This design comes from an exercise in tuning for small area on the open sky130 flow, not from production work.
Function was checked by simulation only, so behaviour that the tests miss may differ from the original.

==> inputs of branch quartz <==
==> flow/design.v <==
module register_file_mp #(
   parameter int XLEN      = 32,
   parameter int NREGS     = 32,
   parameter int NUM_RD    = 2,
   parameter int NUM_WR    = 1,
   parameter int ZERO_REG0 = 1
) (
   input  logic                           clock,
   input  logic                           reset_n,
   input  logic [NUM_RD*$clog2(NREGS)-1:0] rd_addr,
   output logic [NUM_RD*XLEN-1:0]          rd_data,
   output logic [NUM_RD-1:0]               rd_busy,
   input  logic [NUM_WR-1:0]               wr_en,
   input  logic [NUM_WR*$clog2(NREGS)-1:0] wr_addr,
   input  logic [NUM_WR*XLEN-1:0]          wr_data,
   input  logic                           claim_en,
   input  logic [$clog2(NREGS)-1:0]        claim_addr,
   output logic [NREGS-1:0]               busy_vec
);
   localparam int AW     = $clog2(NREGS);
   localparam bit P_ZERO = (ZERO_REG0 != 0);
   logic [XLEN-1:0]        r_mem [NREGS];
   logic [NREGS-1:0]       r_busy;
   logic [NREGS-1:0]       w_busy_nxt;
   logic [NUM_RD*XLEN-1:0] w_rd_data;
   logic [NUM_RD-1:0]      w_rd_busy;
   logic [AW-1:0]          w_addr;
   logic [AW-1:0]          w_waddr;
   logic [XLEN-1:0]        w_data;
   logic                   w_busy;
   logic                   w_hit;
   always_ff @(posedge clock or negedge reset_n) begin
      if (!reset_n) begin
         for (int r = 0; r < NREGS; r++) begin
            r_mem[r] <= '0;
         end
      end else begin
         for (int j = 0; j < NUM_WR; j++) begin
            if (wr_en[j] && !(P_ZERO && (wr_addr[j*AW +: AW] == '0))) begin
               r_mem[wr_addr[j*AW +: AW]] <= wr_data[j*XLEN +: XLEN];
            end
         end
      end
   end
   always_comb begin
      w_busy_nxt = r_busy;
      w_waddr    = '0;
      for (int j = 0; j < NUM_WR; j++) begin
         w_waddr = wr_addr[j*AW +: AW];
         if (wr_en[j]) begin
            w_busy_nxt[w_waddr] = 1'b0;
         end
      end
      if (claim_en) begin
         w_busy_nxt[claim_addr] = 1'b1;
      end
      if (P_ZERO) begin
         w_busy_nxt[0] = 1'b0;
      end
   end
   always_ff @(posedge clock or negedge reset_n) begin
      if (!reset_n) begin
         r_busy <= '0;
      end else begin
         r_busy <= w_busy_nxt;
      end
   end
   always_comb begin
      w_rd_data = '0;
      w_rd_busy = '0;
      w_addr    = '0;
      w_data    = '0;
      w_busy    = 1'b0;
      w_hit     = 1'b0;
      for (int i = 0; i < NUM_RD; i++) begin
         w_addr = rd_addr[i*AW +: AW];
         w_data = r_mem[w_addr];
         w_busy = r_busy[w_addr];
         w_hit  = 1'b0;
         for (int j = 0; j < NUM_WR; j++) begin
            if (wr_en[j] && (wr_addr[j*AW +: AW] == w_addr)) begin
               w_hit  = 1'b1;
               w_data = wr_data[j*XLEN +: XLEN];
            end
         end
         if (w_hit && !(claim_en && (claim_addr == w_addr))) begin
            w_busy = 1'b0;
         end
         if ((P_ZERO && (w_addr == '0)) || !reset_n) begin
            w_data = '0;
            w_busy = 1'b0;
         end
         w_rd_data[i*XLEN +: XLEN] = w_data;
         w_rd_busy[i]              = w_busy;
      end
   end
   assign rd_data  = w_rd_data;
   assign rd_busy  = w_rd_busy;
   assign busy_vec = r_busy;
endmodule
module register_file_mp_top (
   input  logic        clock,
   input  logic        reset_n,
   input  logic [7:0]  rd_addr,
   output logic [63:0] rd_data,
   output logic [1:0]  rd_busy,
   input  logic [1:0]  wr_en,
   input  logic [7:0]  wr_addr,
   input  logic [63:0] wr_data,
   input  logic        claim_en,
   input  logic [3:0]  claim_addr,
   output logic [15:0] busy_vec
);
   register_file_mp #(
      .XLEN(32), .NREGS(16), .NUM_RD(2), .NUM_WR(2), .ZERO_REG0(1)
   ) u_rf (
      .clock      (clock),
      .reset_n    (reset_n),
      .rd_addr    (rd_addr),
      .rd_data    (rd_data),
      .rd_busy    (rd_busy),
      .wr_en      (wr_en),
      .wr_addr    (wr_addr),
      .wr_data    (wr_data),
      .claim_en   (claim_en),
      .claim_addr (claim_addr),
      .busy_vec   (busy_vec)
   );
endmodule
==> flow/run.sh <==
#!/bin/bash
# synth_recipe.tcl (not shown) runs the flow's synth.tcl, then flattens the netlist and writes it again
# the make line also repeats each setting of config.mk as NAME=value (left out here)
make -C /OpenROAD-flow-scripts/flow DESIGN_CONFIG=/design/flow/config.mk WORK_HOME=/design/flow/orfs CLKGATE_MAP_FILE= SYNTH_SCRIPT=/design/flow/synth_recipe.tcl finish
==> flow/config.mk <==
export PLATFORM = sky130hd
export DESIGN_NAME = register_file_mp_top
export DESIGN_NICKNAME = register_file_mp_top
export VERILOG_FILES = /design/flow/design.v
export SDC_FILE = /design/flow/constraint.sdc
export NUM_CORES = 4
export LEC_CHECK = 0
export CAP_MARGIN = 20
export CORE_MARGIN = 2
export CORE_UTILIZATION = 40
export SLEW_MARGIN = 20
==> flow/constraint.sdc <==
create_clock -name core_clock -period 6.0 [get_ports {clock}]
set_input_delay 1.2000 -clock core_clock [delete_from_list [all_inputs] [get_ports {clock}]]
set_output_delay 1.2000 -clock core_clock [all_outputs]
set_load 0.01 [all_outputs]
==> branch onyx (differences from branch quartz) <==
==> flow/design.v (replaced) <==
module rf_aoi222 (
   input  logic a1, a2, b1, b2, c1, c2,
   output logic y
);
   assign y = ~((a1 & a2) | (b1 & b2) | (c1 & c2));
endmodule
module rf_nand5 (
   input  logic [4:0] u,
   output logic       y
);
   assign y = ~&u;
endmodule
module register_file_mp_top (
   input  logic        clock,
   input  logic        reset_n,
   input  logic [7:0]  rd_addr,
   output logic [63:0] rd_data,
   output logic [1:0]  rd_busy,
   input  logic [1:0]  wr_en,
   input  logic [7:0]  wr_addr,
   input  logic [63:0] wr_data,
   input  logic        claim_en,
   input  logic [3:0]  claim_addr,
   output logic [15:0] busy_vec
);
   logic        valid;
   logic [31:0] r_mem [1:15];
   logic [31:0] w_n   [1:15];    
   logic [31:0] w_d   [1:15];    
   logic [15:1] r_busy;
   logic [15:1] w_hit1, w_hit0, w_s0, w_hold, w_claim, w_rbusy;
   logic [15:1] w_sel0, w_sel1;    
   always_ff @(posedge clock or negedge reset_n) begin
      if (!reset_n) valid <= 1'b0;
      else          valid <= 1'b1;
   end
   for (genvar r = 1; r < 16; r++) begin : g_reg
      assign w_hit1[r]  = wr_en[1] && (wr_addr[7:4] == 4'(r));
      assign w_hit0[r]  = wr_en[0] && (wr_addr[3:0] == 4'(r));
      assign w_s0[r]    = w_hit0[r] & ~w_hit1[r];
      assign w_hold[r]  = ~(w_hit0[r] | w_hit1[r]) & valid;
      assign w_claim[r] = claim_en && (claim_addr == 4'(r));
      for (genvar b = 0; b < 32; b++) begin : g_bit
         rf_aoi222 u_nxt (
            .a1(w_hit1[r]), .a2(wr_data[32+b]),
            .b1(w_s0[r]),   .b2(wr_data[b]),
            .c1(w_hold[r]), .c2(r_mem[r][b]),
            .y (w_n[r][b])
         );
      end
      assign w_d[r] = ~w_n[r];
      always_ff @(posedge clock) begin
         r_mem[r] <= w_d[r];
      end
      always_ff @(posedge clock or negedge reset_n) begin
         if (!reset_n) r_busy[r] <= 1'b0;
         else          r_busy[r] <= w_claim[r] | (r_busy[r] & ~(w_hit0[r] | w_hit1[r]));
      end
      assign w_rbusy[r] = r_busy[r] & (~(w_hit0[r] | w_hit1[r]) | w_claim[r]);
      assign w_sel0[r] = reset_n && (rd_addr[3:0] == 4'(r));
      assign w_sel1[r] = reset_n && (rd_addr[7:4] == 4'(r));
   end
   for (genvar i = 0; i < 2; i++) begin : g_rd
      logic [15:1] sel;
      assign sel = (i == 0) ? w_sel0 : w_sel1;
      for (genvar b = 0; b < 32; b++) begin : g_bit
         logic [4:0] u;
         for (genvar k = 0; k < 5; k++) begin : g_grp
            rf_aoi222 u_g (
               .a1(sel[3*k+1]), .a2(w_d[3*k+1][b]),
               .b1(sel[3*k+2]), .b2(w_d[3*k+2][b]),
               .c1(sel[3*k+3]), .c2(w_d[3*k+3][b]),
               .y (u[k])
            );
         end
         rf_nand5 u_o (.u(u), .y(rd_data[32*i+b]));
      end
   end
   always_comb begin
      rd_busy = '0;
      for (int r = 1; r < 16; r++) begin
         rd_busy[0] = rd_busy[0] | (w_sel0[r] & w_rbusy[r]);
         rd_busy[1] = rd_busy[1] | (w_sel1[r] & w_rbusy[r]);
      end
   end
   assign busy_vec = {r_busy, 1'b0};
endmodule
--- a/flow/config.mk
+++ b/flow/config.mk
@@ -9,3 +9,5 @@
 export CORE_MARGIN = 2
 export CORE_UTILIZATION = 40
 export SLEW_MARGIN = 20
+export SYNTH_HIERARCHICAL = 1
+export SYNTH_MINIMUM_KEEP_SIZE = 0
==> reports/metrics.json <==
{
  "diodes": 1,
  "period_share_pct": 98.2,
  "whs_ns": 0.495,
  "clock_area_share_pct": 6.29,
  "fraction_of_final_layout_cells_sized_beyond_drive_strength_1_pct": 11.4,
  "worst_setup_hold_path_clk_slew_ns": 0.05,
  "clock_latency_ns": 0.62,
  "post-place-cells": 3116,
  "status": "no timing/DRC/antenna violations"
}
the above is filed under branch onyx

==> reports/metrics.json <==
{
  "status": "no timing/DRC/antenna violations",
  "worst-endpoint-required_ns": 4.80,
  "most-common-layout-cells": "sky130_fd_sc_hd__mux2i_1 (582), sky130_fd_sc_hd__nor2_1 (522), sky130_fd_sc_hd__dfrtp_1 (495)",
  "fraction_of_final_layout_cells_sized_beyond_drive_strength_1_pct": 13.1,
  "diodes": 13,
  "whs_ns": 0.414,
  "number_of_hold_violations_in_the_final_report": 0,
  "period_share_pct": 97.9,
  "endpoint": "rd_data[0]",
  "synth-warning-count": 2,
  "clock_area_share_pct": 5.44,
  "clock_latency_ns": 0.64,
  "worst_setup_hold_path_clk_slew_ns": 0.06
}
the above is filed under branch quartz

[static timing again, ports no longer ideal]
No port has a modelled driver above. Below, the same layouts with a new extraction and two added sets of constraints.
Step 1, drivers: a clkbuf_16 drives clock and a buf_2 each remaining input, both assumed.
Step 2 adds t to the input delays and takes it off the output delays; t is the mean of the earliest and latest rising clock arrival at the registers after step 1. Input paths then give back, and output paths get back, about the clock's delay inside the block.
Three values: ideal, step 1, step 2; two values: the first two.
run	t (ns)	setup slack, ns	hold slack, ns	latest minus earliest clock arrival (ns)	slew at the worst register clock pin (ns)
branch quartz	0.726	0.125 / 0.096 / 0.096	0.414 / 0.396 / 0.551	0.028 / 0.027	0.07 / 0.07
branch onyx	0.682	0.109 / 0.081 / 0.081	0.495 / 0.495 / 0.495	0.019 / 0.019	0.07 / 0.07
After both steps setup and hold are still met in every run listed. The setup slack of branch quartz, which loses most, moves by -0.029 ns with the drivers and by -0.029 ns with both steps.
